This is an optimization exercise on Yosys and OpenROAD, whose aim is small area, a short achievable clock period and few clock cycles per item, not a production implementation. Function was checked by simulation only, so behaviour that the tests miss may differ from the original.

## sort_pipe
module sort_pipe #(
  parameter int DATA_W   = 8,
  parameter int LOG_SIZE = 4,
  parameter int SIZE     = 2**LOG_SIZE,
  parameter int SIGNED   = 0
) (
  input  logic                       clk,
  input  logic                       rst,
  input  logic                       i_valid,
  output logic                       o_ready,
  input  logic                       i_desc,
  input  logic [DATA_W*SIZE-1:0]     i_din,
  output logic                       o_valid,
  input  logic                       i_ready,
  output logic                       o_desc,
  output logic [DATA_W*SIZE-1:0]     o_dout,
  output logic [LOG_SIZE*SIZE-1:0]   o_idx
);
==> module sort_pipe, before the edit <==
module sort_pipe #(
  parameter int DATA_W   = 8,
  parameter int LOG_SIZE = 4,
  parameter int SIZE     = 2**LOG_SIZE,
  parameter int SIGNED   = 0
) (
  input  logic                       clk,
  input  logic                       rst,
  input  logic                       i_valid,
  output logic                       o_ready,
  input  logic                       i_desc,
  input  logic [DATA_W*SIZE-1:0]     i_din,
  output logic                       o_valid,
  input  logic                       i_ready,
  output logic                       o_desc,
  output logic [DATA_W*SIZE-1:0]     o_dout,
  output logic [LOG_SIZE*SIZE-1:0]   o_idx
);
  localparam int KW = DATA_W*SIZE;
  localparam int IW = LOG_SIZE*SIZE;
  localparam int NP = SIZE*(SIZE-1)/2;
  function automatic int pidx(input int i, input int j);
    pidx = i*SIZE - i*(i+1)/2 + (j - i - 1);
  endfunction
  function automatic logic key_le(input logic [DATA_W-1:0] a, input logic [DATA_W-1:0] b);
    logic c;
    c = 1'b1;
    for (int i = 0; i < DATA_W; i++) c = (~a[i] & b[i]) | ((~a[i] | b[i]) & c);
    key_le = c;
  endfunction
  function automatic logic [1:0] fadd(input logic a, input logic b, input logic c);
    fadd = {(a & b) | (a & c) | (b & c), a ^ b ^ c};
  endfunction
  function automatic logic [9:0] pc_first(input logic [14:0] v);
    logic [4:0] s, c;
    for (int i = 0; i < 5; i++) {c[i], s[i]} = fadd(v[3*i], v[3*i+1], v[3*i+2]);
    pc_first = {c, s};
  endfunction
  function automatic logic [5:0] pc_rest(input logic [9:0] f);
    logic [4:0] s, c;
    logic [1:0] x, u, b0, m;
    {c, s} = f;
    x  = fadd(s[0], s[1], s[2]);                       
    u  = fadd(c[0], c[1], c[2]);
    b0 = fadd(x[0], s[3], s[4]);                       
    m  = fadd(u[0], c[3], c[4]);
    pc_rest = {u[1], m[1], x[1], b0[1], m[0], b0[0]};
  endfunction
  logic              w_ce;
  logic              r1_vld, r1_desc, r2_vld, r2_desc, r3_vld, r3_desc;
  logic              r3_vld_port;        
  logic [KW-1:0]     r1_key, r2_key, r3_key;
  logic [NP-1:0]     r1_c;                 
  logic [6*SIZE-1:0] r2_rank;
  logic [IW-1:0]     r3_idx;
  assign w_ce    = ~r3_vld | i_ready;
  assign o_ready = ~r3_vld_port | i_ready;
  logic [DATA_W-1:0] w_kx [SIZE];
  logic [NP-1:0]     w_c;
  logic [6*SIZE-1:0] w_rank;
  for (genvar i = 0; i < SIZE; i++) begin : g_kx
    logic [DATA_W-1:0] k;
    assign k = i_din[i*DATA_W +: DATA_W];
    assign w_kx[i] = (SIGNED != 0) ? {~k[DATA_W-1] ^ i_desc, k[DATA_W-2:0] ^ {(DATA_W-1){i_desc}}}
                                   : k ^ {DATA_W{i_desc}};
  end
  for (genvar i = 0; i < SIZE; i++) begin : g_ci
    for (genvar j = i + 1; j < SIZE; j++) begin : g_cj
      assign w_c[pidx(i, j)] = key_le(w_kx[i], w_kx[j]);
    end
  end
  for (genvar j = 0; j < SIZE; j++) begin : g_rank
    logic [SIZE-2:0] pre;
    for (genvar i = 0; i < SIZE; i++) begin : g_pre
      if (i < j) begin : g_lo
        assign pre[i] = r1_c[pidx(i, j)];
      end else if (i > j) begin : g_hi
        assign pre[i-1] = ~r1_c[pidx(j, i)];
      end
    end
    assign w_rank[j*6 +: 6] = pc_rest(pc_first(pre));
  end
  logic [SIZE-1:0] w_sel [SIZE];           
  logic [KW-1:0]   w_dout;
  logic [IW-1:0]   w_idx;
  for (genvar j = 0; j < SIZE; j++) begin : g_dec
    logic [1:0] w4;
    logic [2:0] w2;
    logic       b0;
    logic [3:0] t;                         
    logic [2:0] f;                         
    logic [7:0] h;                         
    assign {w4, w2, b0} = r2_rank[j*6 +: 6];
    assign t[0] = ~w2[0] & ~w2[1] & ~w2[2];
    assign t[1] = (w2 == 3'b001) | (w2 == 3'b010) | (w2 == 3'b100);
    assign t[2] = (w2 == 3'b011) | (w2 == 3'b101) | (w2 == 3'b110);
    assign t[3] = w2[0] & w2[1] & w2[2];
    assign f[0] = ~w4[0] & ~w4[1];
    assign f[1] = w4[0] ^ w4[1];
    assign f[2] = w4[0] & w4[1];
    assign h[0] = t[0] & f[0];
    assign h[1] = t[1] & f[0];
    assign h[2] = (t[2] & f[0]) | (t[0] & f[1]);
    assign h[3] = (t[3] & f[0]) | (t[1] & f[1]);
    assign h[4] = (t[2] & f[1]) | (t[0] & f[2]);
    assign h[5] = (t[3] & f[1]) | (t[1] & f[2]);
    assign h[6] = t[2] & f[2];
    assign h[7] = t[3] & f[2];
    for (genvar r = 0; r < SIZE; r++) begin : g_r
      assign w_sel[j][r] = h[r / 2] & (b0 == 1'(r % 2));
    end
  end
  for (genvar r = 0; r < SIZE; r++) begin : g_out
    logic [DATA_W-1:0]   k;
    logic [LOG_SIZE-1:0] x;
    always_comb begin
      k = '0;
      x = '0;
      for (int j = 0; j < SIZE; j++) begin
        if (w_sel[j][r]) begin
          k = k | r2_key[j*DATA_W +: DATA_W];
          x = x | LOG_SIZE'(j);
        end
      end
    end
    assign w_dout[r*DATA_W +: DATA_W]  = k;
    assign w_idx[r*LOG_SIZE +: LOG_SIZE] = x;
  end
  always_ff @(posedge clk) begin
    r3_vld_port <= ~rst & ((r2_vld & w_ce) | (r3_vld_port & ~i_ready));
  end
  always_ff @(posedge clk) begin
    if (rst) begin
      r1_vld <= 1'b0;
      r2_vld <= 1'b0;
      r3_vld <= 1'b0;
    end else if (w_ce) begin
      r1_vld <= i_valid;
      r2_vld <= r1_vld;
      r3_vld <= r2_vld;
    end
  end
  always_ff @(posedge clk) begin
    if (w_ce) begin
      r1_desc <= i_desc;
      r1_key  <= i_din;
      r1_c    <= w_c;
      r2_desc <= r1_desc;
      r2_key  <= r1_key;
      r2_rank <= w_rank;
      r3_desc <= r2_desc;
      r3_key  <= w_dout;
      r3_idx  <= w_idx;
    end
  end
  assign o_valid = r3_vld_port;
  assign o_desc  = r3_desc;
  assign o_dout  = r3_key;
  assign o_idx   = r3_idx;
endmodule
Settings: LEC_CHECK=0, ABC_AREA=1, CAP_MARGIN=20, CORE_MARGIN=2, CORE_UTILIZATION=25, PLACE_DENSITY=0.4, SETUP_SLACK_MARGIN=2.0, SLEW_MARGIN=20; clock period 4.5 ns.
standard.sh (not shown) runs the stock make flow with config.mk's settings and CLKGATE_MAP_FILE= SYNTH_SCRIPT=/design/flow/synth_recipe.tcl, a recipe that flattens the netlist after the stock synthesis.
==> flow/flow/run.sh <==
#!/bin/bash
# Layout flow: the standard flow (standard.sh), except that the buffers placed on the input
# and output ports are plain buffers (buf_1) rather than the placer's default choice. Every port
# still gets its own buffer. Each tool's output is kept in the ORFS logs under orfs/logs.
set -euo pipefail
bash standard.sh "BUFFER_PORTS_ARGS=-buffer_cell sky130_fd_sc_hd__buf_1" finish > flow_standard.log 2>&1
Testbench counts at the start, summed over its fixed seeds: cycles 3,224, items 3,200.
Next try:
--- a/flow/design.v
+++ b/flow/design.v
@@ -45,19 +45,18 @@
     b0 = fadd(x[0], s[3], s[4]);                       
     m  = fadd(u[0], c[3], c[4]);
     pc_rest = {u[1], m[1], x[1], b0[1], m[0], b0[0]};
   endfunction
   logic              w_ce;
   logic              r1_vld, r1_desc, r2_vld, r2_desc, r3_vld, r3_desc;
-  logic              r3_vld_port;        
   logic [KW-1:0]     r1_key, r2_key, r3_key;
   logic [NP-1:0]     r1_c;                 
   logic [6*SIZE-1:0] r2_rank;
   logic [IW-1:0]     r3_idx;
   assign w_ce    = ~r3_vld | i_ready;
-  assign o_ready = ~r3_vld_port | i_ready;
+  assign o_ready = w_ce;
   logic [DATA_W-1:0] w_kx [SIZE];
   logic [NP-1:0]     w_c;
   logic [6*SIZE-1:0] w_rank;
   for (genvar i = 0; i < SIZE; i++) begin : g_kx
     logic [DATA_W-1:0] k;
     assign k = i_din[i*DATA_W +: DATA_W];
@@ -124,15 +123,12 @@
       end
     end
     assign w_dout[r*DATA_W +: DATA_W]  = k;
     assign w_idx[r*LOG_SIZE +: LOG_SIZE] = x;
   end
   always_ff @(posedge clk) begin
-    r3_vld_port <= ~rst & ((r2_vld & w_ce) | (r3_vld_port & ~i_ready));
-  end
-  always_ff @(posedge clk) begin
     if (rst) begin
       r1_vld <= 1'b0;
       r2_vld <= 1'b0;
       r3_vld <= 1'b0;
     end else if (w_ce) begin
       r1_vld <= i_valid;
@@ -150,11 +146,11 @@
       r2_rank <= w_rank;
       r3_desc <= r2_desc;
       r3_key  <= w_dout;
       r3_idx  <= w_idx;
     end
   end
-  assign o_valid = r3_vld_port;
+  assign o_valid = r3_vld;
   assign o_desc  = r3_desc;
   assign o_dout  = r3_key;
   assign o_idx   = r3_idx;
 endmodule
Result: The changed run finished with timing, DRC and antenna clean; setup slack improved by 0.085 ns; global-route usage rose by 2.2 points; critical path depth fell by 4; flip-flop and latch count fell by 1; die area stays flat.
Testbench counts after the change, summed over its fixed seeds: cycles 3,224, items 3,200.

-- separate check: timing with driven ports --
The results above use ideal ports. As a check the final layouts listed here were re-extracted and re-timed, cells and wires unchanged. Step 1 (the two cells are an assumption about what drives the block):
set clk [get_ports {clk}]
set_driving_cell -lib_cell sky130_fd_sc_hd__clkbuf_16 $clk
set_driving_cell -lib_cell sky130_fd_sc_hd__buf_2 [delete_from_list [all_inputs] $clk]
Step 2 adds t to the input delays and takes it off the output delays; t is the mean of the earliest and latest rising clock arrival at the registers after step 1. Input paths then give back, and output paths get back, about the clock's delay inside the block. Slacks: ideal / step 1 / step 2; pairs: ideal / step 1.
| run | t, ns | slack for setup (ns) | hold WS [ns] |
|---|---|---|---|
| the first run | 0.824 | 1.793 / 1.793 / 1.243 | 0.377 / 0.311 / 0.385 |
| the second run | 0.847 | 1.878 / 1.796 / 1.185 | 0.353 / 0.283 / 0.377 |
After both steps every run listed still meets setup and hold. For the second run, which loses most, drivers alone change the setup slack by -0.082 ns; drivers and shift together by -0.693 ns.
